This is an optimization exercise on Yosys and OpenROAD, whose aim is small area, a short achievable clock period and few clock cycles per item, not a production implementation. RTL that was checked went through simulation tests only; none was proved equivalent to the original. The RTL of runs 4 to 6 was laid out without a check of its function. No activity file was given, so power comes from the tool's default toggle rates.

File: design/flow/run.sh
#!/bin/bash
# synth_recipe.tcl (not shown) runs the flow's synth.tcl, then flattens the netlist and writes it again
# the make line also repeats each setting of config.mk as NAME=value (left out here)
make -C /OpenROAD-flow-scripts/flow DESIGN_CONFIG=/design/flow/config.mk WORK_HOME=/design/flow/orfs CLKGATE_MAP_FILE= SYNTH_SCRIPT=/design/flow/synth_recipe.tcl finish
File: design/flow/constraint.sdc
create_clock -name core_clock -period 6.0 [get_ports {clk}]
set_input_delay 1.2000 -clock core_clock [delete_from_list [all_inputs] [get_ports {clk}]]
set_output_delay 1.2000 -clock core_clock [all_outputs]
set_load 0.01 [all_outputs]
File: design/flow/design.v
module ex_muldiv_unit (
   input  logic        clk,
   input  logic        resetN,
   input  logic        startIn,
   input  logic [2:0]  func3,
   input  logic [31:0] reg1Value,
   input  logic [31:0] reg2Value,
   input  logic [4:0]  rd,
   input  logic        killIn,
   input  logic        stallIn,
   output logic        busyOut,
   output logic        doneOut,
   output logic [31:0] resultOut,
   output logic [4:0]  rdOut
);
   localparam logic [1:0] S_MUL = 2'd0, S_DIV = 2'd1, S_FIX = 2'd2;
   logic [1:0]  state;
   logic [2:0]  op;
   logic [32:0] M;       
   logic [32:0] B;       
   logic [63:0] acc;     
   logic [4:0]  cnt;     
   logic [4:0]  win;     
   logic        negq, negr;
   assign resultOut = acc[31:0];
   function automatic logic [32:0] neg33(input logic [32:0] x);
      neg33[0] = x[0];
      for (int i = 1; i < 33; i++)
         neg33[i] = x[i] ^ (|(x & ((33'd1 << i) - 33'd1)));
   endfunction
   function automatic logic [4:0] tpos(input logic [31:0] x);
      logic [31:0] v;
      logic [4:0]  q [32];
      for (int i = 0; i < 32; i++) begin v[i] = x[i]; q[i] = 5'd0; end
      for (int l = 0; l < 5; l++)
         for (int g = 0; g < (16 >> l); g++) begin
            q[g] = v[2*g+1] ? (q[2*g+1] | 5'(1 << l)) : q[2*g];
            v[g] = v[2*g+1] | v[2*g];
         end
      tpos = q[0];
   endfunction
   function automatic logic [31:0] lowmask(input logic [31:0] x);
      logic [31:0] m;
      m = x;
      for (int k = 1; k < 32; k = k * 2) m = m | (m >> k);
      lowmask = m;
   endfunction
   function automatic logic [4:0] topdig(input logic [32:0] x);
      logic [34:0] w;
      logic [31:0] f;
      w = {x[32], x, 1'b0};
      f = '0;
      for (int i = 1; i < 17; i++)
         f[i] = (w[2*i +: 3] != 3'b000) && (w[2*i +: 3] != 3'b111);
      topdig = tpos(f);
   endfunction
   function automatic logic [4:0] pairwin(input logic [32:0] x, input logic [3:0] p);
      logic [36:0] w;
      w = {{3{x[32]}}, x, 1'b0};
      pairwin = w[{p, 2'b00} +: 5];
   endfunction
   logic        s1, s2, sgn1, sgn2;
   logic [32:0] a_ext, b_ext, na, nb;
   logic [4:0]  t1, t2;
   logic        swap;
   logic [3:0]  pStart;
   logic [32:0] mLoad, bLoad;
   logic [31:0] aDiv, bDiv;
   logic [4:0]  shDiv;
   logic        divLt;
   logic        early;
   logic [31:0] earlyVal;
   always_comb begin
      s1 = (func3 != 3'd3) && (func3 != 3'd5) && (func3 != 3'd7);
      s2 = (func3 == 3'd0) || (func3 == 3'd1) || (func3 == 3'd4) || (func3 == 3'd6);
      sgn1 = s1 & reg1Value[31];
      sgn2 = s2 & reg2Value[31];
      a_ext = {sgn1, reg1Value};
      b_ext = {sgn2, reg2Value};
      na = neg33(a_ext);
      nb = neg33(b_ext);
      t1 = topdig(a_ext);
      t2 = topdig(b_ext);
      swap = t1 < t2;
      pStart = 4'((swap ? t1 : t2) >> 1);
      aDiv  = sgn1 ? {~reg1Value[30:0], 1'b1} : reg1Value;
      bDiv  = sgn2 ? ~reg2Value : reg2Value;
      divLt = |(lowmask(bDiv) & ~lowmask(aDiv));
      shDiv = tpos(aDiv) - tpos(bDiv);
      if (func3[2]) begin
         mLoad = sgn1 ? na : a_ext;
         bLoad = sgn2 ? nb : b_ext;
      end else begin
         mLoad = swap ? b_ext : a_ext;
         bLoad = swap ? a_ext : b_ext;
      end
      early    = 1'b0;
      earlyVal = '0;
      if (func3[2]) begin
         if (reg2Value == '0) begin
            early    = 1'b1;
            earlyVal = func3[1] ? reg1Value : '1;
         end else if (!func3[0] && reg2Value == '1 && reg1Value == 32'h8000_0000) begin
            early    = 1'b1;
            earlyVal = func3[1] ? '0 : reg1Value;
         end else if (divLt) begin
            early    = 1'b1;
            earlyVal = func3[1] ? reg1Value : '0;
         end
      end
   end
   logic        nLo, tLo, zLo, nHi, tHi, zHi;
   logic [34:0] ppLo, ppHi;
   logic [38:0] lowSum;
   logic [26:0] up, upInc, upDec, upNext;
   logic [63:0] mulNext;
   logic [32:0] bAl;
   logic [33:0] diff;
   logic        ge;
   logic [31:0] remNext, quoNext;
   logic [32:0] negOut;
   always_comb begin
      nLo     = win[2] & ~(win[1] & win[0]);
      tLo     = (win[2:0] == 3'b011) || (win[2:0] == 3'b100);
      zLo     = (win[2:0] == 3'b000) || (win[2:0] == 3'b111);
      nHi     = win[4] & ~(win[3] & win[2]);
      tHi     = (win[4:2] == 3'b011) || (win[4:2] == 3'b100);
      zHi     = (win[4:2] == 3'b000) || (win[4:2] == 3'b111);
      ppLo    = zLo ? '0 : ((tLo ? {M[32], M, 1'b0} : {{2{M[32]}}, M}) ^ {35{nLo}});
      ppHi    = zHi ? '0 : ((tHi ? {M[32], M, 1'b0} : {{2{M[32]}}, M}) ^ {35{nHi}});
      lowSum  = {2'b00, acc[32:0], 1'b0, nHi & ~zHi, 1'b0, nLo & ~zLo}
              + {{2{ppHi[34]}}, ppHi, 2'b00} + {{4{ppLo[34]}}, ppLo};
      up      = acc[59:33];
      for (int i = 0; i < 27; i++) begin
         upInc[i] = up[i] ^ (&(up | ~((27'd1 << i) - 27'd1)));
         upDec[i] = up[i] ^ ~(|(up & ((27'd1 << i) - 27'd1)));
      end
      upNext  = (lowSum[38:37] == 2'b01) ? upInc : (lowSum[38:37] == 2'b11) ? upDec : up;
      mulNext = {upNext, lowSum[36:0]};
      bAl     = B << cnt;
      diff    = {2'b00, M[31:0]} - {1'b0, bAl};
      ge      = !diff[33];
      remNext = ge ? diff[31:0] : M[31:0];
      quoNext = {acc[30:0], ge};
      negOut  = neg33({1'b0, acc[31:0]});
   end
   always_ff @(posedge clk) begin
      if (!resetN) begin
         busyOut <= 1'b0;
         doneOut <= 1'b0;
      end else if (killIn) begin
         busyOut <= 1'b0;
         doneOut <= 1'b0;
      end else if (!busyOut && !doneOut) begin
         if (startIn) begin
            op    <= func3;
            rdOut <= rd;
            M     <= mLoad;
            B     <= bLoad;
            acc   <= {32'd0, earlyVal};
            negq  <= sgn1 ^ sgn2;
            negr  <= sgn1;
            cnt   <= func3[2] ? shDiv : {1'b0, pStart};
            win   <= pairwin(bLoad, pStart);
            if (early) begin
               doneOut <= 1'b1;
            end else begin
               busyOut <= 1'b1;
               state   <= func3[2] ? S_DIV : S_MUL;
            end
         end
      end else if (doneOut) begin
         if (!stallIn) doneOut <= 1'b0;
      end else begin
         case (state)
            S_MUL: begin
               acc <= mulNext;
               cnt <= cnt - 5'd1;
               win <= pairwin(B, cnt[3:0] - 4'd1);
               if (cnt == 5'd0) begin
                  busyOut <= 1'b0;
                  doneOut <= 1'b1;
                  if (op[1:0] != 2'd0) acc[31:0] <= mulNext[63:32];
               end
            end
            S_DIV: begin
               M[31:0]   <= remNext;
               acc[31:0] <= quoNext;
               cnt       <= cnt - 5'd1;
               if (cnt == 5'd0) begin
                  if (op[1]) acc[31:0] <= remNext;
                  if (op[1] ? negr : negq) begin
                     state <= S_FIX;
                  end else begin
                     busyOut <= 1'b0;
                     doneOut <= 1'b1;
                  end
               end
            end
            default: begin  
               busyOut   <= 1'b0;
               doneOut   <= 1'b1;
               acc[31:0] <= negOut[31:0];
            end
         endcase
      end
   end
endmodule
File: design/flow/config.mk
export PLATFORM = sky130hd
export DESIGN_NAME = ex_muldiv_unit
export DESIGN_NICKNAME = ex_muldiv_unit
export VERILOG_FILES = /design/flow/design.v
export SDC_FILE = /design/flow/constraint.sdc
export NUM_CORES = 4
export LEC_CHECK = 0
export CAP_MARGIN = 20
export CORE_MARGIN = 2
export CORE_UTILIZATION = 40
export PLACE_DENSITY = 0.6
export SETUP_SLACK_MARGIN = 0.8
export SLEW_MARGIN = 20
==> impl_metrics.py, run 1 <==
metrics = {
    "clocking": {
        "cts_buffers": 17,
        "cts_tree": "done",
        "h-tree-depth": 4,
        "clock_latency_ps": 460,
        "clkSinkCount": 149,
        "clockBufferDepth": 2,
        "cts-root-buf": "clkbuf_16",
        "clkTransAtPathRegs_ps": 80,
        "cts_hold_buf": 0,
    },
    "sta": {
        "skew_ps": 16.9,
        "finalSetupTns_ps": 0,
        "slew_headroom_pct": 25.3,
        "slew_violations": 0,
        "rsz0062_at_grt": "true",
        "min_period_ps": 5440,
        "setup_viol": 0,
        "worst_slew_pin_slew_ps": 1120,
        "period_share_pct": 90.6,
        "hold_viol_final": 0,
        "fmax_mhz": 184,
    },
    "status": {
        "status": "complete, no violations",
    },
    "worst_setup_path": {
        "worst_ep_arrival_time_ps": 5640,
        "cp-end-kind": "flop",
        "r2r_end": "resultOut[25]$_DFFE_PP_",
        "ff2ff_path_depth": 21,
        "criticalPathCategory": "reg2reg",
        "required_ps": 6200,
        "rr_startpoint": "win[3]$_DFFE_PP_",
        "cp-start-kind": "flop",
        "critPathMaxFanout": 7,
        "ff2ff_setup_slack_ps": 560,
    },
    "yosys": {
        "yosys_warnings": 5,
        "ys_ff_latch": 149,
        "syn_avg_cell_area_sq_um": 7.72,
        "synth.distinct_cells": 116,
        "synth_edf_count": 147,
        "synth_fp_nets": 3259,
        "synth_flop_cell": "edfxtp_1",
        "yosysSeqAreaShare_pct": 19.0,
        "async_flop_share_pct": 0,
        "synth_area_sq_um": 23500,
        "synthCells": 3036,
    },
    "routing": {
        "drt_first_pass_iters": 10,
        "wire_per_inst_microns": 27.4,
        "drt_iter0_drc": 3627,
        "drt_wl_total_microns": 113000,
        "vias": 26900,
        "vias_per_cell": 6.53,
        "route.detailed.drc": 0,
        "ant_nets": 0,
    },
    "cells_and_area": {
        "multi_input_area_sq_um": 18800,
        "fillers": 5418,
        "layout-drive-gt1-share_pct": 24.9,
        "area_growth_syn_to_layout_pct": 30.3,
        "nNetsFinal": 3562,
        "layout_commonest_cell": "buf_4",
        "stdcell_area_sq_um": 30600,
        "ff_latch_area_sq_um": 4450,
        "final_cell_mix": "buf_4, nor2_1, nand2_1",
    },
    "grt": {
        "grt.total_usage_pct": 35.5,
        "overflow": 0,
        "antenna_found_initial": 5,
        "grt_pass1_vias": 24500,
        "grt_pass1_wl_microns": 161000,
        "grt_max_degree": 82,
    },
    "hold_path": {
        "worstHoldPathCells": 3,
        "min_to": "doneOut$_SDFFE_PN0P_",
        "hold_class": "reg2reg",
        "hold_path_startpoint": "doneOut$_SDFFE_PN0P_",
    },
    "die": {
        "initial_core_util_pct": 40.6,
        "placement_rows": 88,
        "chipWidth_microns": 246,
        "design.die.area_sq_um": 60600,
        "core_sq_um": 57800,
        "die-height_microns": 246,
        "ios": 116,
    },
    "placed_design": {
        "dpl_cell_area_sq_um": 27100,
        "numPortBuffers": 115,
        "routabilityCongestion": 1.06,
        "dpl.hpwl_microns": 87200,
    },
    "pwr": {
        "p_per_area_nw_per_um2": 238,
        "peakVddDrop_v": 0.000264,
        "p_leak_nw": 12.4,
    },
    "run": {
        "cap_violations": 0,
    },
}
[through the flow]
step	setup WS [ps]	total power, mW	instances	utilization (%)	hold slack, ps
6_report	561	7.28	4119	52.9	725
5_1_grt	444	7.54	4118	52.9	776
4_1_cts	534	6.63	4071	50.1	724
3_5_place_dp	-24.2	5.15	3973	46.8	709
3_3_place_gp	39.8	5.13	3973	46.8	708
2_1_floorplan	808	3.56	3036	-	613
[worst max path at each step]
stage,startpoint,endpoint,slack [ps],cells after the start
finish,win[3]$_DFFE_PP_,resultOut[25]$_DFFE_PP_,560,21
floorplan,reg1Value[30],win[1]$_DFFE_PP_,810,19
global placement,reg1Value[8],M[18]$_DFFE_PP_,40,19
CTS,win[2]$_DFFE_PP_,resultOut[25]$_DFFE_PP_,530,21
global route,win[3]$_DFFE_PP_,resultOut[26]$_DFFE_PP_,440,19
detailed placement,reg2Value[23],win[2]$_DFFE_PP_,-20,17
[worst max-delay path, cell delays in order (launching register included)]
cell      delay (ps)
edfxtp_1         390
buf_6            160
buf_6            130
xor2_4           160
buf_12           160
buf_12           130
a221o_1          410
fa_1             550
ha_4             220
and3_4           170
a221o_1          390
a31o_4           250
a221o_1          390
nor3_4           300
buf_4            180
buf_6             90
buf_6            100
nand4_1          140
a21oi_4          210
xnor2_4          160
o22ai_1          100
or3_1            390
[report_power, final]
group	switching, mW	internal, mW
Clock	0.536	0.598
Sequential	0.0963	1.23
Combinational	2.72	2.10
Total	3.35	3.92
[registers in the layout, summed over array words and instances (netlist names), 5 cells and up]
name,cells
B,33
M,33
resultOut,32
acc,28
cnt,5
rdOut,5
win,5
[synth_stat cells (all sizes together), types with 26 or more instances]
cell    instances  area (sq um)
nand3          64           320
or3            37           251
clkbuf        190           713
inv           106           398
a21oi         211          1060
a221o          36           360
a211oi         61           463
edfxtp        147          4410
and2           33           209
o21a           26           195
a22oi          49           373
mux2i         101          1010
o22ai          27           175
xor2          118          1030
and3           41           258
o21ai         248          1250
buf           103           622
xnor2          94           823
nor2          310          1170
nand4          26           175
a21o           48           360
o211ai         48           360
nor3           81           415
ha            109          1360
fa             37           741
nand2         265          1010
mux2           34           383
a31oi          50           313
[cell families after synthesis]
kind of cell	share of synthesized area, %
xor+xnor	7.92
buf+inv	7.39
compound gates	28.0
mux	8.25
flops	19.0
simple gates	20.4
fa+ha+maj	8.97
[layout make-up]
class / instances / area share [%]
diodes: 2 / 0.0164
multi-input cells: 2490 / 61.5
clock inverters: 15 / 0.589
inverters: 106 / 1.33
flip-flops and latches: 149 / 14.6
clock buffers: 17 / 1.39
well taps: 765 / 3.13
repair buffers: 575 / 17.5
[metal layers]
layer / vias to the layer above / global-route usage (%) / wire length [microns]
li1: 11800 / - / -
met3: 275 / 6.85 / 12600
met2: 1688 / 52.6 / 47800
met4: 2 / 14.0 / 5130
met1: 13100 / 50.5 / 47400
met5: - / 0 / 13
[what timing repair did]
| item | 4_1_cts | 5_1_grt |
|---|---|---|
| buffers inserted | 58 | 42 |
| cloned | 8 | 4 |
| endpoints found under the setup margin | 91 | 95 |
| pin swaps | 42 | 99 |
| hold endpoints to repair | 0 | 0 |
| resized for setup | 149 | 282 |
Testbench counts, summed over its fixed seeds: cycles 19,758, items 3,200.
==> inputs of run 2 (changes only) <==
--- a/design/flow/config.mk
+++ b/design/flow/config.mk
@@ -8,6 +8,7 @@
 export CAP_MARGIN = 20
 export CORE_MARGIN = 2
 export CORE_UTILIZATION = 40
+export GPL_TIMING_DRIVEN = 0
 export PLACE_DENSITY = 0.6
-export SETUP_SLACK_MARGIN = 0.8
+export SETUP_SLACK_MARGIN = 0.2
 export SLEW_MARGIN = 20
==> impl_metrics.py, run 2 <==
metrics = {
    "sta": {
        "fmax_mhz": 174,
        "skew_ps": 16.7,
        "rsz0062_at_grt": "true",
        "slew_violations": 0,
        "worst_slew_pin_slew_ps": 1130,
        "period_share_pct": 95.7,
        "slew_headroom_pct": 24.7,
        "hold_viol_final": 0,
        "postLayoutSetupSlackWorst_ps": 258,
        "holdWs_ps": 712,
        "min_period_ps": 5740,
        "setup_viol": 0,
    },
    "yosys": {
        "synth_common_cells": "nor2_1, nand2_1, o21ai_0, a21oi_1, clkbuf_1",
        "yosysTopAreaCellShare_pct": 18.8,
        "yosys_warnings": 5,
        "synth_flop_cell": "edfxtp_1",
        "syn_avg_cell_area_sq_um": 7.72,
        "synth_edf_count": 147,
        "async_flop_share_pct": 0,
        "synth_top_cells_by_area": "edfxtp_1, ha_1, o21ai_0",
        "synth_fp_nets": 3259,
        "yosysMostFrequentCell": "nor2_1",
        "synth.distinct_cells": 116,
        "yosysSeqAreaShare_pct": 19.0,
        "synth_area_sq_um": 23500,
        "yosysTopAreaCell": "edfxtp_1",
        "ys_ff_latch": 149,
        "synthCells": 3036,
    },
    "grt": {
        "antenna_found_initial": 3,
        "grt_pass1_vias": 24300,
        "grt.total_usage_pct": 37.3,
        "grt_max_degree": 37,
        "overflow": 0,
        "grt_pass1_wl_microns": 166000,
    },
    "routing": {
        "vias_per_cell": 6.62,
        "drt_iter0_drc": 3803,
        "vias": 26400,
        "drt_first_pass_iters": 7,
        "route.detailed.drc": 0,
        "drt_wl_total_microns": 116000,
        "wire_per_inst_microns": 29.1,
        "ant_nets": 0,
    },
    "clocking": {
        "clkTransAtPathRegs_ps": 60,
        "cts_buffers": 17,
        "cts_tree": "done",
        "clockBufferDepth": 2,
        "cts-root-buf": "clkbuf_16",
        "h-tree-depth": 4,
        "clkSinkCount": 149,
        "cts_hold_buf": 0,
        "clock_latency_ps": 470,
    },
    "hold_path": {
        "worstHoldPathCells": 3,
        "hold_class": "reg2reg",
    },
    "cells_and_area": {
        "instances_no_fill": 3986,
        "layout_commonest_cell": "nor2_1",
        "area_growth_syn_to_layout_pct": 18.4,
        "final_cell_mix": "nor2_1, nand2_1, a21oi_1",
        "layout-drive-gt1-share_pct": 15.4,
        "nNetsFinal": 3431,
        "diodes": 0,
    },
    "pwr": {
        "comb_power_share_pct": 63.4,
        "peakVddDrop_v": 0.000187,
        "p_int_mw": 3.23,
        "p_seq_share_pct": 20.4,
        "p_per_area_nw_per_um2": 231,
        "p_switching_mw": 3.18,
        "switching_share_pct": 49.6,
        "p_leak_nw": 10.8,
        "clkPwrFrac_pct": 16.2,
    },
    "worst_setup_path": {
        "worst_ep_arrival_time_ps": 5910,
        "criticalPathCategory": "in2reg",
        "cp-start-kind": "input pin",
        "cp-end-kind": "flop",
        "rr_startpoint": "win[3]$_DFFE_PP_",
        "ff2ff_setup_slack_ps": 290,
        "cp-startpoint": "reg1Value[5]",
        "ff2ff_path_depth": 21,
        "required_ps": 6160,
        "critPathMaxFanout": 10,
        "critical_path.endpoint": "M[11]$_DFFE_PP_",
        "r2r_end": "resultOut[13]$_DFFE_PP_",
    },
    "status": {
        "status": "complete, no violations",
    },
    "die": {
        "placement_rows": 88,
        "core_sq_um": 57800,
        "initial_core_util_pct": 40.6,
        "design.die.area_sq_um": 60600,
        "ios": 116,
        "die-height_microns": 246,
        "chipWidth_microns": 246,
    },
    "run": {
        "cap_violations": 0,
    },
    "placed_design": {
        "dpl.hpwl_microns": 93300,
        "place_ws_ps": -1600,
        "dp.cells": 3904,
        "numPortBuffers": 99,
        "routabilityCongestion": 1.05,
    },
}
[run 2: kinds of logic (layout without fill, tap and decap cells)]
| family | count (synthesis) | after routing | share of synthesized area, % |
|---|---|---|---|
| adders and majority gates | 146 | 146 | 8.97 |
| xor gates and xnor gates | 212 | 212 | 7.92 |
| DFF | 149 | 149 | 19.0 |
| AOI/OAI and AO/OA | 985 | 985 | 28.0 |
| muxes | 159 | 159 | 8.25 |
| buffers and inverters | 399 | 584 | 7.39 |
| and+or+nand+nor | 986 | 986 | 20.4 |
[run 2: cell type report]
type | count | area [sq um]
Inverter | 106 | 402
Buffer | 293 | 1730
Fill cell | 5810 | 30000
Clock buffer | 18 | 429
Sequential cell | 149 | 4450
Tap cell | 765 | 957
Clock inverter | 14 | 116
Timing Repair Buffer | 153 | 1500
Multi-Input combinational cell | 2488 | 18200
[run 2: power by group through the flow]
stage	registers [mW]	clock network (mW)	logic (mW)
6_report	1.31	1.04	4.07
5_1_grt	1.31	1.08	4.27
4_1_cts	1.30	1.05	3.74
3_5_place_dp	1.32	0	3.52
3_3_place_gp	1.33	0	3.49
2_1_floorplan	1.29	0	2.27
[run 2: metal layers]
layer / global-route usage, % / routed length (microns)
met4: 14.4 / 5110
met2: 55.3 / 49200
met3: 8.03 / 12900
met1: 52.4 / 48800
met5: 0 / 0
[run 2: worst max-delay path, stage by stage]
cell and delay, ps:
clkdlybuf4s50_1 480, clkbuf_4 260, nor3_2 290, nand2_1 100, o211a_1 140, o211ai_1 280, a21oi_2 180, ha_1 210
a21o_1 180, a211oi_4 290, o311ai_2 160, a21o_2 250, o31ai_4 270, buf_6 200, buf_8 170, buf_6 160
buf_6 160, buf_4 180, o21ai_0 100, o211ai_1 380, o21ai_1 240
[run 2: timing repair]
item,CTS,global route
setup buffers,14,36
pin swaps,19,35
endpoints found under the setup margin,129,77
endpoints found under the hold margin,0,0
gates resized for setup,237,233
cloned,0,0
[run 2: worst min-delay path by stage]
stage / slack, ps / startpoint / to
after CTS: 710 / doneOut$_SDFFE_PN0P_ / doneOut$_SDFFE_PN0P_
after detailed placement: 700 / doneOut$_SDFFE_PN0P_ / doneOut$_SDFFE_PN0P_
after floorplan: 610 / acc[34]$_SDFFCE_PP0P_ / acc[38]$_SDFFCE_PP0P_
after global placement: 680 / doneOut$_SDFFE_PN0P_ / doneOut$_SDFFE_PN0P_
final: 710 / doneOut$_SDFFE_PN0P_ / doneOut$_SDFFE_PN0P_
after global routing: 750 / doneOut$_SDFFE_PN0P_ / doneOut$_SDFFE_PN0P_
[run 2: per-stage QoR]
stage	TNS, ps	instance area [sq um]	power [mW]	utilization, %
6_report	0	27800	6.41	48.0
5_1_grt	0	27800	6.66	48.0
4_1_cts	0	26900	6.09	46.5
3_5_place_dp	-128510	25500	4.84	44.1
3_3_place_gp	-116020	25400	4.82	43.9
2_1_floorplan	0	23500	3.56	-
==> inputs of run 3 (changes only) <==
--- a/design/flow/config.mk
+++ b/design/flow/config.mk
@@ -8,7 +8,6 @@
 export CAP_MARGIN = 20
 export CORE_MARGIN = 2
 export CORE_UTILIZATION = 40
-export GPL_TIMING_DRIVEN = 0
 export PLACE_DENSITY = 0.6
 export SETUP_SLACK_MARGIN = 0.2
 export SLEW_MARGIN = 20
==> impl_metrics.py, run 3 <==
metrics = {
    "routing": {
        "vias_per_cell": 6.43,
        "vias": 26300,
        "drt_iter0_drc": 3389,
        "drt_first_pass_iters": 9,
        "route.detailed.drc": 0,
        "drt_wl_total_microns": 111000,
        "wire_per_inst_microns": 27.1,
        "ant_nets": 0,
    },
    "pwr": {
        "switching_share_pct": 46.9,
        "p_switching_mw": 3.19,
        "p_per_area_nw_per_um2": 235,
        "comb_power_share_pct": 64.2,
        "total_power_mw": 6.81,
        "peakVddDrop_v": 0.000216,
        "p_int_mw": 3.62,
        "p_leak_nw": 11.6,
        "p_seq_share_pct": 19.5,
        "clkPwrFrac_pct": 16.3,
    },
    "grt": {
        "overflow": 0,
        "grt_pass1_vias": 24400,
        "antenna_found_initial": 4,
        "grt_max_degree": 78,
        "grt.total_usage_pct": 35.7,
        "grt_pass1_wl_microns": 161000,
    },
    "clocking": {
        "cts_tree": "done",
        "clockBufferDepth": 2,
        "h-tree-depth": 4,
        "cts_buffers": 17,
        "clock_latency_ps": 460,
        "cts-root-buf": "clkbuf_16",
        "clkSinkCount": 149,
        "clkTransAtPathRegs_ps": 70,
        "cts_hold_buf": 0,
    },
    "yosys": {
        "yosys_warnings": 5,
        "synth_top_cells_by_area": "edfxtp_1, ha_1, o21ai_0",
        "yosysSeqAreaShare_pct": 19.0,
        "synthCells": 3036,
        "yosysMostFrequentCell": "nor2_1",
        "yosysTopAreaCell": "edfxtp_1",
        "synth_flop_cell": "edfxtp_1",
        "synth_compound_area_share_pct": 28.0,
        "yosysTopAreaCellShare_pct": 18.8,
        "syn_avg_cell_area_sq_um": 7.72,
        "synth_top_family_by_area": "compound AO/OA/AOI/OAI gates",
        "synth-simple-area-share_pct": 20.4,
        "synth.distinct_cells": 116,
        "synth_common_cells": "nor2_1, nand2_1, o21ai_0, a21oi_1, clkbuf_1",
        "async_flop_share_pct": 0,
        "synth_area_sq_um": 23500,
        "synth_fp_nets": 3259,
        "synth-xor-area-share_pct": 7.92,
        "muxShareOfSynthArea_pct": 8.25,
        "ys_ff_latch": 149,
        "synth_edf_count": 147,
        "synth_fa_ha_area_share_pct": 8.97,
    },
    "die": {
        "die-height_microns": 246,
        "design.die.area_sq_um": 60600,
        "chipWidth_microns": 246,
        "placement_rows": 88,
        "initial_core_util_pct": 40.6,
        "ios": 116,
        "core_sq_um": 57800,
    },
    "placed_design": {
        "dpl.hpwl_microns": 89800,
        "routabilityCongestion": 1.04,
        "dp.cells": 4045,
        "numPortBuffers": 115,
        "place_ws_ps": -263,
    },
    "sta": {
        "period_share_pct": 95.1,
        "setup_viol": 0,
        "slew_violations": 0,
        "hold_viol_final": 0,
        "skew_ps": 11.1,
        "fmax_mhz": 175,
        "worst_slew_pin_slew_ps": 1110,
        "min_period_ps": 5710,
        "postLayoutSetupSlackWorst_ps": 295,
        "slew_headroom_pct": 25.5,
        "finalSetupTns_ps": 0,
        "holdWs_ps": 740,
        "rsz0062_at_grt": "true",
    },
    "cells_and_area": {
        "diodes": 0,
        "fillers": 5683,
        "layout-drive-gt1-share_pct": 20.5,
        "layout_commonest_cell": "buf_4",
        "instances_no_fill": 4098,
        "nNetsFinal": 3543,
        "multi_input_area_sq_um": 17800,
        "ff_latch_area_sq_um": 4450,
        "area_growth_syn_to_layout_pct": 23.4,
        "final_cell_mix": "buf_4, nor2_1, nand2_1",
    },
    "worst_setup_path": {
        "required_ps": 6190,
        "criticalPathCategory": "reg2reg",
        "worst_ep_arrival_time_ps": 5890,
        "cp-end-kind": "flop",
        "cp-start-kind": "flop",
        "critPathMaxFanout": 11,
    },
    "run": {
        "cap_violations": 0,
    },
    "status": {
        "status": "complete, no violations",
    },
    "hold_path": {
        "hold_class": "reg2reg",
    },
}
run 3: cell types whose count changed in the layout (fill, tap and decap cells not counted), sizes merged:
cell,delta
dlygate4sd2,-3
clkinv,+5
dlymetal6s2s,-18
clkdlybuf4s15,-1
nor3,+1
clkbuf,-171
clkinvlp,-3
buf,+266
inv,-1
clkdlybuf4s50,+37
run 3: area by class of cell:
cell class	instances	share of cell area, %
Sequential cell	149	15.4
Tap cell	765	3.31
Clock buffer	17	1.47
Clock inverter	15	0.627
Inverter	106	1.38
Multi-Input combinational cell	2489	61.6
Timing Repair Buffer	557	16.2
run 3: kinds of logic (layout without fill, tap and decap cells):
kind of cell / after synthesis / after routing
muxes: 159 / 159
and+or+nand+nor: 986 / 987
adders and majority gates: 146 / 146
DFF: 149 / 149
AOI/OAI and AO/OA: 985 / 985
xor gates and xnor gates: 212 / 212
buffers and inverters: 399 / 695
run 3: worst paths after layout:
check	from	to	slack (ps)	cells past startpoint
hold / removal	doneOut$_SDFFE_PN0P_	doneOut$_SDFFE_PN0P_	740	3
hold reg to reg	doneOut$_SDFFE_PN0P_	doneOut$_SDFFE_PN0P_	740	3
setup / recovery	win[3]$_DFFE_PP_	resultOut[31]$_DFFE_PP_	290	18
setup reg to reg	win[3]$_DFFE_PP_	resultOut[31]$_DFFE_PP_	290	18
run 3: worst max-delay path, stage by stage, from the launching register on:
cell	delay (ps)
edfxtp_1	530
buf_6	190
and3b_2	240
buf_6	150
buf_6	140
a221o_1	380
fa_1	550
ha_4	210
and3_1	190
a221o_1	400
a31o_4	250
a2111oi_4	600
nor3_4	110
buf_4	160
or4_4	420
a21oi_4	180
xnor2_2	140
nor2_2	80
a2111o_1	470
run 3: power by group through the flow:
stage / Clock [mW] / Combinational (mW) / Sequential [mW]
after floorplan: 0 / 2.27 / 1.29
after global placement: 0 / 3.92 / 1.35
after detailed placement: 0 / 3.94 / 1.35
after CTS: 1.12 / 4.04 / 1.32
after global routing: 1.15 / 4.61 / 1.33
final: 1.11 / 4.37 / 1.33
run 3: per-stage QoR:
| step | utilization, % | area, sq um |
|---|---|---|
| after floorplan | - | 23500 |
| after global placement | 47.8 | 27600 |
| after global routing | 50.1 | 28900 |
| after detailed placement | 47.8 | 27600 |
| after CTS | 49.2 | 28400 |
| final | 50.1 | 28900 |
run 3: per-layer routing:
layer | vias to the layer above | global-route usage [%] | wire [microns]
li1 | 11800 | - | -
met3 | 251 | 5.49 | 12000
met1 | 12600 | 52.7 | 48300
met4 | 2 | 13.1 | 4560
met5 | - | 0 | 10
met2 | 1641 | 51.7 | 46300
run 3: timing repair:
action / 4_1_cts / 5_1_grt
pin swaps: 6 / 36
buffers inserted: 8 / 10
cloned: 1 / 0
endpoints found under the setup margin: 27 / 57
resized for setup: 21 / 98
==> inputs of run 4 (changes only) <==
--- a/design/flow/design.v
+++ b/design/flow/design.v
@@ -20,7 +20,7 @@
    logic [32:0] B;       
    logic [63:0] acc;     
    logic [4:0]  cnt;     
-   logic [4:0]  win;     
+   logic [5:0]  bsel;    
    logic        negq, negr;
    assign resultOut = acc[31:0];
    function automatic logic [32:0] neg33(input logic [32:0] x);
@@ -58,6 +58,13 @@
       logic [36:0] w;
       w = {{3{x[32]}}, x, 1'b0};
       pairwin = w[{p, 2'b00} +: 5];
+   endfunction
+   function automatic logic [5:0] bdec(input logic [4:0] w);
+      logic [2:0] lo, hi;
+      lo = w[2:0];
+      hi = w[4:2];
+      bdec = {hi[2] & ~(hi[1] & hi[0]), (hi == 3'b011) || (hi == 3'b100), hi[1] ^ hi[0],
+              lo[2] & ~(lo[1] & lo[0]), (lo == 3'b011) || (lo == 3'b100), lo[1] ^ lo[0]};
    endfunction
    logic        s1, s2, sgn1, sgn2;
    logic [32:0] a_ext, b_ext, na, nb;
@@ -109,7 +116,7 @@
          end
       end
    end
-   logic        nLo, tLo, zLo, nHi, tHi, zHi;
+   logic        nLo, tLo, oLo, nHi, tHi, oHi;
    logic [34:0] ppLo, ppHi;
    logic [38:0] lowSum;
    logic [26:0] up, upInc, upDec, upNext;
@@ -120,15 +127,10 @@
    logic [31:0] remNext, quoNext;
    logic [32:0] negOut;
    always_comb begin
-      nLo     = win[2] & ~(win[1] & win[0]);
-      tLo     = (win[2:0] == 3'b011) || (win[2:0] == 3'b100);
-      zLo     = (win[2:0] == 3'b000) || (win[2:0] == 3'b111);
-      nHi     = win[4] & ~(win[3] & win[2]);
-      tHi     = (win[4:2] == 3'b011) || (win[4:2] == 3'b100);
-      zHi     = (win[4:2] == 3'b000) || (win[4:2] == 3'b111);
-      ppLo    = zLo ? '0 : ((tLo ? {M[32], M, 1'b0} : {{2{M[32]}}, M}) ^ {35{nLo}});
-      ppHi    = zHi ? '0 : ((tHi ? {M[32], M, 1'b0} : {{2{M[32]}}, M}) ^ {35{nHi}});
-      lowSum  = {2'b00, acc[32:0], 1'b0, nHi & ~zHi, 1'b0, nLo & ~zLo}
+      {nHi, tHi, oHi, nLo, tLo, oLo} = bsel;
+      ppLo    = (({35{tLo}} & {M[32], M, 1'b0}) | ({35{oLo}} & {{2{M[32]}}, M})) ^ {35{nLo}};
+      ppHi    = (({35{tHi}} & {M[32], M, 1'b0}) | ({35{oHi}} & {{2{M[32]}}, M})) ^ {35{nHi}};
+      lowSum  = {2'b00, acc[32:0], 1'b0, nHi, 1'b0, nLo}
               + {{2{ppHi[34]}}, ppHi, 2'b00} + {{4{ppLo[34]}}, ppLo};
       up      = acc[59:33];
       for (int i = 0; i < 27; i++) begin
@@ -161,7 +163,7 @@
             negq  <= sgn1 ^ sgn2;
             negr  <= sgn1;
             cnt   <= func3[2] ? shDiv : {1'b0, pStart};
-            win   <= pairwin(bLoad, pStart);
+            bsel  <= swap ? bdec(pairwin(a_ext, 4'(t1 >> 1))) : bdec(pairwin(b_ext, 4'(t2 >> 1)));
             if (early) begin
                doneOut <= 1'b1;
             end else begin
@@ -176,7 +178,7 @@
             S_MUL: begin
                acc <= mulNext;
                cnt <= cnt - 5'd1;
-               win <= pairwin(B, cnt[3:0] - 4'd1);
+               bsel <= bdec(pairwin(B, cnt[3:0] - 4'd1));
                if (cnt == 5'd0) begin
                   busyOut <= 1'b0;
                   doneOut <= 1'b1;
--- a/design/flow/config.mk
+++ b/design/flow/config.mk
@@ -8,6 +8,7 @@
 export CAP_MARGIN = 20
 export CORE_MARGIN = 2
 export CORE_UTILIZATION = 40
+export GPL_TIMING_DRIVEN = 0
 export PLACE_DENSITY = 0.6
 export SETUP_SLACK_MARGIN = 0.2
 export SLEW_MARGIN = 20
==> impl_metrics.py, run 4 <==
metrics = {
    "sta": {
        "setup_viol": 0,
        "fmax_mhz": 173,
        "period_share_pct": 96.4,
        "worst_slew_pin_slew_ps": 1170,
        "min_period_ps": 5780,
        "rsz0062_at_grt": "true",
        "hold_viol_final": 0,
        "slew_violations": 0,
        "slew_headroom_pct": 21.8,
        "holdWs_ps": 686,
        "skew_ps": 14.0,
    },
    "yosys": {
        "ys_ff_latch": 150,
        "synth_common_cells": "nand2_1, nor2_1, o21ai_0, clkbuf_1, a21oi_1",
        "synthCells": 3086,
        "yosysMostFrequentCell": "nand2_1",
        "synth_top_cells_by_area": "edfxtp_1, ha_1, mux2i_1",
        "synth.distinct_cells": 98,
        "synth_top_family_by_area": "compound AO/OA/AOI/OAI gates",
        "synth_fa_ha_area_share_pct": 9.31,
        "yosysTopAreaCell": "edfxtp_1",
        "synth_area_sq_um": 24000,
        "synth_compound_area_share_pct": 26.4,
        "synth_flop_cell": "edfxtp_1",
        "yosys_warnings": 5,
        "synth_edf_count": 148,
        "synth_fp_nets": 3320,
        "synth-simple-area-share_pct": 19.7,
        "syn_avg_cell_area_sq_um": 7.78,
        "synth-xor-area-share_pct": 7.78,
        "async_flop_share_pct": 0,
        "muxShareOfSynthArea_pct": 10.2,
        "yosysSeqAreaShare_pct": 18.7,
        "yosysTopAreaCellShare_pct": 18.5,
    },
    "placed_design": {
        "routabilityCongestion": 1.06,
        "dp.cells": 3962,
        "dpl.hpwl_microns": 99200,
        "numPortBuffers": 100,
        "dpl_cell_area_sq_um": 26100,
    },
    "routing": {
        "vias": 27200,
        "drt_wl_total_microns": 125000,
        "drt_iter0_drc": 3961,
        "drt_first_pass_iters": 6,
        "route.detailed.drc": 0,
        "wire_per_inst_microns": 30.9,
        "ant_nets": 0,
        "vias_per_cell": 6.76,
    },
    "worst_setup_path": {
        "criticalPathCategory": "in2reg",
        "required_ps": 6200,
        "critPathMaxFanout": 10,
        "worst_ep_arrival_time_ps": 5990,
        "ff2ff_setup_slack_ps": 320,
        "critPathSlowestCell": "clkbuf_1",
        "cp-end-kind": "flop",
        "cp-start-kind": "input pin",
        "path_cells": "clkdlybuf4s50_1, clkbuf_1, nor2_1, a211oi_1, o21ai_0, a31oi_4, clkbuf_4, ha_1, nand4_1, o41ai_1, nor2_1, a21o_1, clkbuf_2, buf_4, a211oi_1, o31ai_1",
        "cpPeakStageDelay_ps": 900,
    },
    "cells_and_area": {
        "ff_latch_area_sq_um": 4480,
        "area_growth_syn_to_layout_pct": 15.0,
        "layout_commonest_cell": "nand2_1",
        "fillers": 5946,
        "nNetsFinal": 3470,
        "multi_input_area_sq_um": 18200,
        "instances_no_fill": 4024,
        "stdcell_area_sq_um": 27600,
        "final_util_pct": 46.7,
        "layout-drive-gt1-share_pct": 12.0,
        "final_cell_mix": "nand2_1, nor2_1, o21ai_0",
    },
    "clocking": {
        "clockBufferDepth": 2,
        "h-tree-depth": 4,
        "cts_tree": "done",
        "clock_latency_ps": 480,
        "clkTransAtPathRegs_ps": 70,
        "cts_buffers": 17,
        "cts-root-buf": "clkbuf_16",
        "clkSinkCount": 150,
    },
    "die": {
        "design.die.area_sq_um": 62000,
        "core_sq_um": 59100,
        "chipWidth_microns": 249,
        "ios": 116,
        "placement_rows": 89,
        "die-height_microns": 249,
        "initial_core_util_pct": 40.6,
    },
    "grt": {
        "grt_pass1_vias": 25000,
        "antenna_found_initial": 2,
        "grt_pass1_wl_microns": 176000,
        "grt.total_usage_pct": 38.7,
        "grt_max_degree": 32,
        "overflow": 0,
    },
    "hold_path": {
        "hold_class": "reg2reg",
    },
    "pwr": {
        "peakVddDrop_v": 0.000204,
        "p_per_area_nw_per_um2": 231,
        "p_leak_nw": 10.7,
    },
    "run": {
        "cap_violations": 0,
    },
    "status": {
        "status": "complete, no violations",
    },
}
==> run 4: cell families (layout without fill, tap and decap cells) <==
group                      after synthesis  in the layout
AOI/OAI and AO/OA                      943            943
xor gates and xnor gates               210            210
adders and majority gates              157            157
buffers and inverters                  457            620
DFF                                    150            150
muxes                                  191            191
other                                    0              2
and+or+nand+nor                        978            978
==> run 4: layout make-up <==
class / count / share of cell area, %
sequential: 150 / 16.2
timing repair buffer: 133 / 4.70
clock buffer: 17 / 1.54
buffer: 275 / 4.95
clock inverter: 15 / 0.662
multi-input combinational: 2479 / 65.9
inverter: 180 / 2.46
antenna: 2 / 0.0181
tap: 773 / 3.50
==> run 4: power by group <==
part,internal [mW],switching (mW),total (mW),leakage (nW)
combinational,1.32,2.58,3.91,9.05
sequential,1.24,0.0926,1.33,1.39
clock,0.597,0.536,1.13,0.297
==> run 4: repair_timing <==
action                     4_1_cts  5_1_grt
setup endpoints to repair      131      129
resized for setup              102      140
buffers inserted                 7       22
hold buffers                     0        0
pin swaps                        3       12
==> run 4: worst paths after layout <==
check,startpoint,endpoint,cells after the start
worst max-delay path,reg1Value[3],M[18]$_DFFE_PP_,16
worst min-delay path,acc[59]$_SDFFCE_PP0P_,resultOut[31]$_DFFE_PP_,2
worst max register to register,bsel[1]$_DFFE_PP_,resultOut[30]$_DFFE_PP_,18
worst min register to register,acc[59]$_SDFFCE_PP0P_,resultOut[31]$_DFFE_PP_,2
==> run 4: stage by stage <==
stage	power, mW	TNS, ps	setup WS (ps)
6_report	6.37	0	217
4_1_cts	6.08	0	165
2_1_floorplan	3.59	0	657
5_1_grt	6.61	0	168
3_3_place_gp	4.85	-99580	-1420
3_5_place_dp	4.88	-111820	-1460
==> run 4: metal layers <==
metal / vias up / wire length, microns / GRT usage [%]
met2: 1839 / 51400 / 56.3
met5: - / 0 / 0
met1: 13300 / 52600 / 54.8
met4: 0 / 6090 / 16.3
met3: 306 / 14400 / 8.96
li1: 11800 / - / -
==> run 4: worst max-delay path, delay by kind of cell <==
family / cells / cell delay (ps)
compound gates: 7 / 1610
fa+ha+maj: 1 / 270
buf+inv: 5 / 2390
simple gates: 3 / 490
==> inputs of run 5 (changes only) <==
--- a/design/flow/design.v
+++ b/design/flow/design.v
@@ -17,7 +17,8 @@
    logic [1:0]  state;
    logic [2:0]  op;
    logic [32:0] M;       
-   logic [32:0] B;       
+   logic [33:0] B;       
+   logic        sb;      
    logic [63:0] acc;     
    logic [4:0]  cnt;     
    logic [5:0]  bsel;    
@@ -67,7 +68,8 @@
               lo[2] & ~(lo[1] & lo[0]), (lo == 3'b011) || (lo == 3'b100), lo[1] ^ lo[0]};
    endfunction
    logic        s1, s2, sgn1, sgn2;
-   logic [32:0] a_ext, b_ext, na, nb;
+   logic [32:0] a_ext, b_ext, na;
+   logic [33:0] bDivAl;
    logic [4:0]  t1, t2;
    logic        swap;
    logic [3:0]  pStart;
@@ -85,7 +87,6 @@
       a_ext = {sgn1, reg1Value};
       b_ext = {sgn2, reg2Value};
       na = neg33(a_ext);
-      nb = neg33(b_ext);
       t1 = topdig(a_ext);
       t2 = topdig(b_ext);
       swap = t1 < t2;
@@ -94,9 +95,10 @@
       bDiv  = sgn2 ? ~reg2Value : reg2Value;
       divLt = |(lowmask(bDiv) & ~lowmask(aDiv));
       shDiv = tpos(aDiv) - tpos(bDiv);
+      bDivAl = {b_ext[32], b_ext} << shDiv;
       if (func3[2]) begin
          mLoad = sgn1 ? na : a_ext;
-         bLoad = sgn2 ? nb : b_ext;
+         bLoad = bDivAl[32:0];
       end else begin
          mLoad = swap ? b_ext : a_ext;
          bLoad = swap ? a_ext : b_ext;
@@ -121,7 +123,6 @@
    logic [38:0] lowSum;
    logic [26:0] up, upInc, upDec, upNext;
    logic [63:0] mulNext;
-   logic [32:0] bAl;
    logic [33:0] diff;
    logic        ge;
    logic [31:0] remNext, quoNext;
@@ -139,8 +140,7 @@
       end
       upNext  = (lowSum[38:37] == 2'b01) ? upInc : (lowSum[38:37] == 2'b11) ? upDec : up;
       mulNext = {upNext, lowSum[36:0]};
-      bAl     = B << cnt;
-      diff    = {2'b00, M[31:0]} - {1'b0, bAl};
+      diff    = {2'b00, M[31:0]} + (B ^ {34{~sb}}) + {33'd0, ~sb};
       ge      = !diff[33];
       remNext = ge ? diff[31:0] : M[31:0];
       quoNext = {acc[30:0], ge};
@@ -158,7 +158,8 @@
             op    <= func3;
             rdOut <= rd;
             M     <= mLoad;
-            B     <= bLoad;
+            B     <= {func3[2] ? bDivAl[33] : bLoad[32], bLoad};
+            sb    <= sgn2;
             acc   <= {32'd0, earlyVal};
             negq  <= sgn1 ^ sgn2;
             negr  <= sgn1;
@@ -188,6 +189,7 @@
             S_DIV: begin
                M[31:0]   <= remNext;
                acc[31:0] <= quoNext;
+               B         <= {B[33], B[33:1]};
                cnt       <= cnt - 5'd1;
                if (cnt == 5'd0) begin
                   if (op[1]) acc[31:0] <= remNext;
==> impl_metrics.py, run 5 <==
metrics = {
    "status": {
        "status": "complete, no violations",
    },
    "grt": {
        "antenna_found_initial": 1,
        "grt_pass1_wl_microns": 170000,
        "grt_pass1_vias": 24900,
        "grt_max_degree": 32,
        "overflow": 0,
        "grt.total_usage_pct": 38.6,
    },
    "routing": {
        "vias_per_cell": 6.75,
        "drt_iter0_drc": 3241,
        "drt_first_pass_iters": 6,
        "route.detailed.drc": 0,
        "drt_wl_total_microns": 120000,
        "wire_per_inst_microns": 30.6,
        "ant_nets": 0,
        "vias": 26500,
    },
    "sta": {
        "hold_viol_final": 0,
        "slew_headroom_pct": 25.6,
        "rsz0062_at_grt": "true",
        "fmax_mhz": 173,
        "period_share_pct": 96.3,
        "slew_violations": 0,
        "skew_ps": 19.8,
        "setup_viol": 0,
        "min_period_ps": 5780,
        "worst_slew_pin_slew_ps": 1110,
    },
    "placed_design": {
        "dpl.hpwl_microns": 96000,
        "numPortBuffers": 95,
        "dpl_cell_area_sq_um": 25500,
        "routabilityCongestion": 1.07,
    },
    "die": {
        "initial_core_util_pct": 40.5,
        "ios": 116,
        "placement_rows": 88,
        "chipWidth_microns": 246,
        "design.die.area_sq_um": 60500,
        "die-height_microns": 246,
        "core_sq_um": 57800,
    },
    "yosys": {
        "synth_edf_count": 150,
        "synth_top_cells_by_area": "edfxtp_1, ha_1, mux2i_1",
        "ys_ff_latch": 152,
        "async_flop_share_pct": 0,
        "yosysMostFrequentCell": "nand2_1",
        "synth_fp_nets": 3217,
        "yosys_warnings": 5,
        "synth_common_cells": "nand2_1, o21ai_0, a21oi_1, nor2_1, clkbuf_1",
        "synth_area_sq_um": 23400,
        "synthCells": 2991,
        "synth.distinct_cells": 103,
        "yosysTopAreaCellShare_pct": 19.2,
        "synth_flop_cell": "edfxtp_1",
        "yosysTopAreaCell": "edfxtp_1",
        "yosysSeqAreaShare_pct": 19.4,
        "syn_avg_cell_area_sq_um": 7.83,
    },
    "cells_and_area": {
        "top_register": "B",
        "largest_reg_flops": 34,
        "nNetsFinal": 3371,
        "area_growth_syn_to_layout_pct": 17.3,
        "stdcell_area_sq_um": 27500,
        "layout_commonest_cell": "nand2_1",
        "final_cell_mix": "nand2_1, nor2_1, o21ai_0",
        "final_util_pct": 47.6,
        "layout-drive-gt1-share_pct": 14.7,
        "fillers": 5764,
    },
    "clocking": {
        "clockBufferDepth": 2,
        "clkSinkCount": 152,
        "cts_buffers": 17,
        "cts-root-buf": "clkbuf_16",
        "clkTransAtPathRegs_ps": 70,
        "cts_tree": "done",
        "cts_hold_buf": 0,
        "clock_latency_ps": 470,
        "h-tree-depth": 4,
    },
    "worst_setup_path": {
        "crit_family": "compound AO/OA/AOI/OAI gates",
        "path_cells": "clkdlybuf4s50_1, clkbuf_2, clkbuf_2, a32o_1, o21ai_0, a21oi_2, o21ai_0, a21oi_1, mux2i_1, a32oi_1, ha_2, inv_2, fa_2, buf_8, clkbuf_16, buf_12, mux4_2, mux2i_2, nand2_1, a32o_2, a21oi_2, o21ai_1",
        "cp-start-kind": "input pin",
        "worst_ep_arrival_time_ps": 5980,
        "path_buf_inv": 7,
        "critPathSlowestCell": "fa_2",
        "cp-startpoint": "reg2Value[9]",
        "cpPeakStageDelay_ps": 580,
        "criticalPathCategory": "in2reg",
        "required_ps": 6200,
        "cp-end-kind": "flop",
        "rr_startpoint": "bsel[4]$_DFFE_PP_",
        "critPathMaxFanout": 10,
    },
    "hold_path": {
        "hold_class": "reg2reg",
        "hold_path_startpoint": "doneOut$_SDFFE_PP0P_",
    },
    "run": {
        "cap_violations": 0,
    },
    "pwr": {
        "p_per_area_nw_per_um2": 248,
        "peakVddDrop_v": 0.000195,
        "p_leak_nw": 10.7,
    },
}
[run 5: area by class of cell]
type	instances	area [sq um]	share of cell area, %
antenna	2	5.00	0.0182
buffer	289	1760	6.40
clock buffer	18	429	1.56
clock inverter	14	150	0.546
inverter	172	662	2.41
multi-input combinational	2378	17600	64.1
sequential	152	4540	16.5
tap	765	957	3.48
timing repair buffer	135	1350	4.92
[run 5: repair_timing]
action / CTS / global route
setup endpoints to repair: 124 / 119
pin swaps: 23 / 28
resized for setup: 226 / 207
buffers inserted: 17 / 17
gates cloned: 1 / 0
[run 5: worst min-delay path: cells and delay by family, from the launching register on]
| family | cells | cell delay (ps) |
|---|---|---|
| and+or+nand+nor | 1 | 110 |
| AOI/OAI and AO/OA | 1 | 90 |
| DFF | 1 | 390 |
[run 5: layer usage]
| layer | vias to the layer above | wire length, microns | track usage (%) |
|---|---|---|---|
| met5 | - | 0 | 0 |
| met4 | 0 | 10300 | 27.4 |
| met3 | 436 | 10800 | 6.41 |
| met2 | 1802 | 53700 | 61.9 |
| met1 | 12800 | 45300 | 47.0 |
| li1 | 11400 | - | - |
[run 5: report_power, final]
group	internal, mW	switching, mW	total [mW]
clock network	0.614	0.507	1.12
registers	1.27	0.0979	1.37
logic	1.57	2.77	4.34
total	3.45	3.38	6.83
[run 5: final timing paths]
kind / slack [ps] / cells after the start / to
max reg2reg: 400 / 21 / resultOut[10]$_DFFE_PP_
min reg2reg: 630 / 2 / doneOut$_SDFFE_PP0P_
min: 630 / 2 / doneOut$_SDFFE_PP0P_
max: 220 / 22 / B[23]$_DFFE_PP_
[run 5: cell families (layout without fill, tap and decap cells)]
group	Yosys count	after routing	share of synthesized area [%]
compound gates	976	976	27.6
simple gates	851	851	17.8
buf+inv	461	628	8.21
xor+xnor	220	220	8.28
mux	182	182	9.55
flops	152	152	19.4
fa+ha+maj	149	149	9.11
other cells	0	2	0
[run 5: metrics by stage]
step                      setup TNS [ps]  cells  total power, mW  hold slack [ps]  setup slack, ps
after floorplan                        0   2991             3.88              544              207
after detailed placement         -164150   3856             5.23              607            -2590
final                                  0   3925             6.83              627              222
after global placement           -288690   3851             5.21              594            -2650
after CTS                              0   3906             6.52              623              202
after global routing                   0   3924             7.08              634             98.9
==> inputs of run 6 (changes only) <==
--- a/design/flow/design.v
+++ b/design/flow/design.v
@@ -13,7 +13,7 @@
    output logic [31:0] resultOut,
    output logic [4:0]  rdOut
 );
-   localparam logic [1:0] S_MUL = 2'd0, S_DIV = 2'd1, S_FIX = 2'd2;
+   localparam logic [1:0] S_MUL = 2'd0, S_DIV = 2'd1, S_FIX = 2'd2, S_DPREP = 2'd3;
    logic [1:0]  state;
    logic [2:0]  op;
    logic [32:0] M;       
@@ -69,7 +69,6 @@
    endfunction
    logic        s1, s2, sgn1, sgn2;
    logic [32:0] a_ext, b_ext, na;
-   logic [33:0] bDivAl;
    logic [4:0]  t1, t2;
    logic        swap;
    logic [3:0]  pStart;
@@ -95,10 +94,9 @@
       bDiv  = sgn2 ? ~reg2Value : reg2Value;
       divLt = |(lowmask(bDiv) & ~lowmask(aDiv));
       shDiv = tpos(aDiv) - tpos(bDiv);
-      bDivAl = {b_ext[32], b_ext} << shDiv;
       if (func3[2]) begin
          mLoad = sgn1 ? na : a_ext;
-         bLoad = bDivAl[32:0];
+         bLoad = b_ext;
       end else begin
          mLoad = swap ? b_ext : a_ext;
          bLoad = swap ? a_ext : b_ext;
@@ -158,7 +156,7 @@
             op    <= func3;
             rdOut <= rd;
             M     <= mLoad;
-            B     <= {func3[2] ? bDivAl[33] : bLoad[32], bLoad};
+            B     <= {bLoad[32], bLoad};
             sb    <= sgn2;
             acc   <= {32'd0, earlyVal};
             negq  <= sgn1 ^ sgn2;
@@ -169,7 +167,7 @@
                doneOut <= 1'b1;
             end else begin
                busyOut <= 1'b1;
-               state   <= func3[2] ? S_DIV : S_MUL;
+               state   <= func3[2] ? S_DPREP : S_MUL;
             end
          end
       end else if (doneOut) begin
@@ -201,6 +199,10 @@
                   end
                end
             end
+            S_DPREP: begin
+               B     <= B << cnt;
+               state <= S_DIV;
+            end
             default: begin  
                busyOut   <= 1'b0;
                doneOut   <= 1'b1;
==> impl_metrics.py, run 6 <==
metrics = {
    "status": {
        "status": "complete, no violations",
    },
    "clocking": {
        "clock_latency_ps": 510,
        "clkSinkCount": 152,
        "cts_tree": "done",
        "clkTransAtPathRegs_ps": 80,
        "h-tree-depth": 4,
        "cts-root-buf": "clkbuf_16",
        "clockBufferDepth": 2,
        "cts_buffers": 17,
    },
    "worst_setup_path": {
        "critical_path.endpoint": "resultOut[11]$_DFFE_PP_",
        "ff2ff_setup_slack_ps": 160,
        "critPathMaxFanout": 10,
        "cp-start-kind": "flop",
        "cp_num_cells": 16,
        "worst_ep_arrival_time_ps": 6070,
        "cpPeakStageDelay_ps": 840,
        "path_cells": "clkbuf_1, clkbuf_2, xnor2_1, ha_1, and3_1, a31o_2, o31ai_2, o22ai_1, or3_1, o211ai_1, buf_2, buf_2, mux2i_1, nand2_1, o211ai_1, o2111ai_1",
        "cp-end-kind": "flop",
        "criticalPathCategory": "reg2reg",
        "r2r_end": "resultOut[11]$_DFFE_PP_",
        "cp-startpoint": "sb$_DFFE_PP_",
        "path_buf_inv": 4,
        "critPathSlowestCell": "mux2i_1",
        "rr_startpoint": "sb$_DFFE_PP_",
        "crit_family": "buffers and inverters",
        "required_ps": 6230,
        "ff2ff_path_depth": 16,
    },
    "cells_and_area": {
        "layout_commonest_cell": "nand2_1",
        "area_growth_syn_to_layout_pct": 13.9,
        "top_register": "B",
        "fillers": 5975,
        "final_util_pct": 46.1,
        "final_cell_mix": "nand2_1, nor2_1, o21ai_0",
        "nNetsFinal": 3423,
        "layout-drive-gt1-share_pct": 10.8,
        "largest_reg_flops": 34,
    },
    "sta": {
        "setup_viol": 0,
        "postLayoutSetupSlackWorst_ps": 165,
        "fmax_mhz": 171,
        "rsz0062_at_grt": "true",
        "skew_ps": 17.6,
        "slew_violations": 0,
        "min_period_ps": 5840,
        "slew_headroom_pct": 15.9,
        "worst_slew_pin_slew_ps": 1260,
        "period_share_pct": 97.3,
        "hold_viol_final": 0,
    },
    "die": {
        "die-height_microns": 248,
        "placement_rows": 89,
        "ios": 116,
        "chipWidth_microns": 248,
        "core_sq_um": 59000,
        "initial_core_util_pct": 40.5,
        "design.die.area_sq_um": 61700,
    },
    "hold_path": {
        "hold_class": "reg2reg",
        "worstHoldPathCells": 2,
    },
    "routing": {
        "vias": 27300,
        "drt_wl_total_microns": 127000,
        "drt_first_pass_iters": 8,
        "ant_nets": 0,
        "route.detailed.drc": 0,
        "drt_iter0_drc": 3767,
        "wire_per_inst_microns": 31.9,
        "vias_per_cell": 6.85,
    },
    "placed_design": {
        "dpl.hpwl_microns": 101000,
        "routabilityCongestion": 1.07,
        "place_ws_ps": -2300,
        "numPortBuffers": 102,
    },
    "yosys": {
        "syn_avg_cell_area_sq_um": 7.81,
        "yosysSeqAreaShare_pct": 19.0,
        "synth_edf_count": 150,
        "synthCells": 3060,
        "yosysTopAreaCellShare_pct": 18.8,
        "synth_area_sq_um": 23900,
        "yosysTopAreaCell": "edfxtp_1",
        "synth.distinct_cells": 104,
        "synth_flop_cell": "edfxtp_1",
        "synth_top_cells_by_area": "edfxtp_1, ha_1, o21ai_0",
        "ys_ff_latch": 152,
        "yosys_warnings": 5,
        "yosysMostFrequentCell": "o21ai_0",
        "synth_fp_nets": 3287,
        "async_flop_share_pct": 0,
        "synth_common_cells": "o21ai_0, nand2_1, nor2_1, a21oi_1, clkbuf_1",
    },
    "pwr": {
        "total_power_mw": 6.35,
        "p_seq_share_pct": 21.9,
        "peakVddDrop_v": 0.000257,
        "p_int_mw": 3.18,
        "clkPwrFrac_pct": 18.5,
        "p_leak_nw": 10.2,
        "p_switching_mw": 3.17,
        "comb_power_share_pct": 59.5,
        "switching_share_pct": 49.9,
        "p_per_area_nw_per_um2": 233,
    },
    "run": {
        "cap_violations": 0,
    },
    "grt": {
        "grt_pass1_vias": 25400,
        "grt.total_usage_pct": 39.4,
        "antenna_found_initial": 8,
        "grt_pass1_wl_microns": 179000,
        "overflow": 0,
        "grt_max_degree": 27,
    },
}
run 6: changes by cell type after synthesis, sizes merged, moves of 10 or more:
| cell | delta |
|---|---|
| clkbuf | -10 |
| o21ai | +18 |
| a21oi | +10 |
| o221ai | -18 |
| and2 | -11 |
| mux2i | -23 |
| a211o | -11 |
| a221oi | +12 |
| a21o | -10 |
| mux2 | +22 |
| nor2 | +22 |
| nor3 | +13 |
| or3 | -10 |
| o211ai | +18 |
run 6: cells by family (layout without fill, tap and decap cells):
family / after synthesis / after routing / synth area share, %
AND/OR/NAND/NOR: 890 / 890 / 18.1
buffers and inverters: 446 / 595 / 7.81
AO/OA/AOI/OAI: 1016 / 1016 / 27.9
other: 0 / 3 / 0
XOR/XNOR: 217 / 217 / 8.01
flip-flops: 152 / 152 / 19.0
multiplexers: 189 / 189 / 10.2
adder cells (fa/ha/maj): 150 / 150 / 8.98
run 6: final cells by class:
type | instances | area (sq um) | share of cell area [%]
Sequential cell | 152 | 4540 | 16.7
Buffer | 276 | 1370 | 5.01
Clock buffer | 18 | 439 | 1.61
Antenna cell | 3 | 7.51 | 0.0276
Timing Repair Buffer | 117 | 1210 | 4.45
Tap cell | 773 | 967 | 3.55
Multi-Input combinational cell | 2462 | 17900 | 65.7
Clock inverter | 14 | 169 | 0.620
Inverter | 170 | 641 | 2.35
run 6: through the flow:
stage	cells	instance area, sq um	hold slack (ps)	TNS [ps]
2_1_floorplan	3060	23900	617	0
3_3_place_gp	3935	25900	663	-175640
3_5_place_dp	3940	26100	693	-156570
4_1_cts	3977	27000	705	0
5_1_grt	3982	27200	751	0
6_report	3985	27200	723	0
run 6: timing repair:
| action | in CTS | in global routing |
|---|---|---|
| pin swaps | 5 | 4 |
| hold endpoints to repair | 0 | 0 |
| resized for setup | 105 | 79 |
| endpoints found under the setup margin | 131 | 124 |
| hold buffers | 0 | 0 |
| setup buffers | 5 | 5 |
run 6: worst min-delay path: stages, from the launching register on:
cell	delay [ps]
dfxtp_1	420
a21oi_1	160
o22ai_1	90
run 6: per-layer routing:
metal	GRT usage [%]	wire length (microns)	vias to the layer above
met4	22.4	9040	4
met3	8.72	13400	464
li1	-	-	11700
met2	63.5	56600	1920
met1	48.6	48100	13200
met5	0	26	-
run 6: how the worst min path moves through the flow:
stage	startpoint	end	slack, ps
5_1_grt	doneOut$_SDFFE_PN0P_	doneOut$_SDFFE_PN0P_	750
3_5_place_dp	doneOut$_SDFFE_PN0P_	doneOut$_SDFFE_PN0P_	690
2_1_floorplan	doneOut$_SDFFE_PN0P_	doneOut$_SDFFE_PN0P_	620
6_report	doneOut$_SDFFE_PN0P_	doneOut$_SDFFE_PN0P_	720
4_1_cts	doneOut$_SDFFE_PN0P_	doneOut$_SDFFE_PN0P_	710
3_3_place_gp	doneOut$_SDFFE_PN0P_	doneOut$_SDFFE_PN0P_	660
run 6: power by group through the flow:
stage / clock (mW) / sequential [mW] / combinational [mW]
5_1_grt: 1.21 / 1.39 / 3.95
3_3_place_gp: 0 / 1.41 / 3.45
4_1_cts: 1.17 / 1.38 / 3.58
2_1_floorplan: 0 / 1.33 / 2.27
3_5_place_dp: 0 / 1.41 / 3.48
6_report: 1.18 / 1.39 / 3.78

-- separate check: timing with driven ports --
In the flow no input, the clock included, has a driving cell. The finished layouts below were timed again as built, in two steps. Step 1 (the two cells are an assumption about what drives the block):
set clk [get_ports {clk}]
set_driving_cell -lib_cell sky130_fd_sc_hd__clkbuf_16 $clk
set_driving_cell -lib_cell sky130_fd_sc_hd__buf_2 [delete_from_list [all_inputs] $clk]
Step 2 moves the port delays by t, midway between the first and last clock arrival at a register: inputs arrive t later, outputs are due t later. That takes back most of the time a late clock gives input paths. a / b / c = ideal / step 1 / step 2; a / b = the first two.
| run | t (ns) | setup slack, ns | clock arrival spread, ns | pins driven straight from the clock port |
|---|---|---|---|---|
| run 1 | 0.498 | 0.561 / 0.561 / 0.332 | 0.017 / 0.017 | 1 |
| run 2 | 0.524 | 0.258 / 0.285 / -0.233 | 0.017 / 0.017 | 1 |
| run 3 | 0.506 | 0.295 / 0.295 / -0.099 | 0.012 / 0.011 | 1 |
| run 4 | 0.532 | 0.217 / 0.232 / -0.300 | 0.015 / 0.015 | 1 |
| run 5 | 0.521 | 0.222 / 0.242 / -0.279 | 0.020 / 0.020 | 1 |
| run 6 | 0.565 | 0.165 / 0.165 / -0.283 | 0.017 / 0.018 | 1 |
With both steps, setup timing fails in 5 of these runs, where it was met with ideal ports. The setup slack of run 4, which loses most, moves by +0.015 ns with the drivers and by -0.517 ns with both steps.
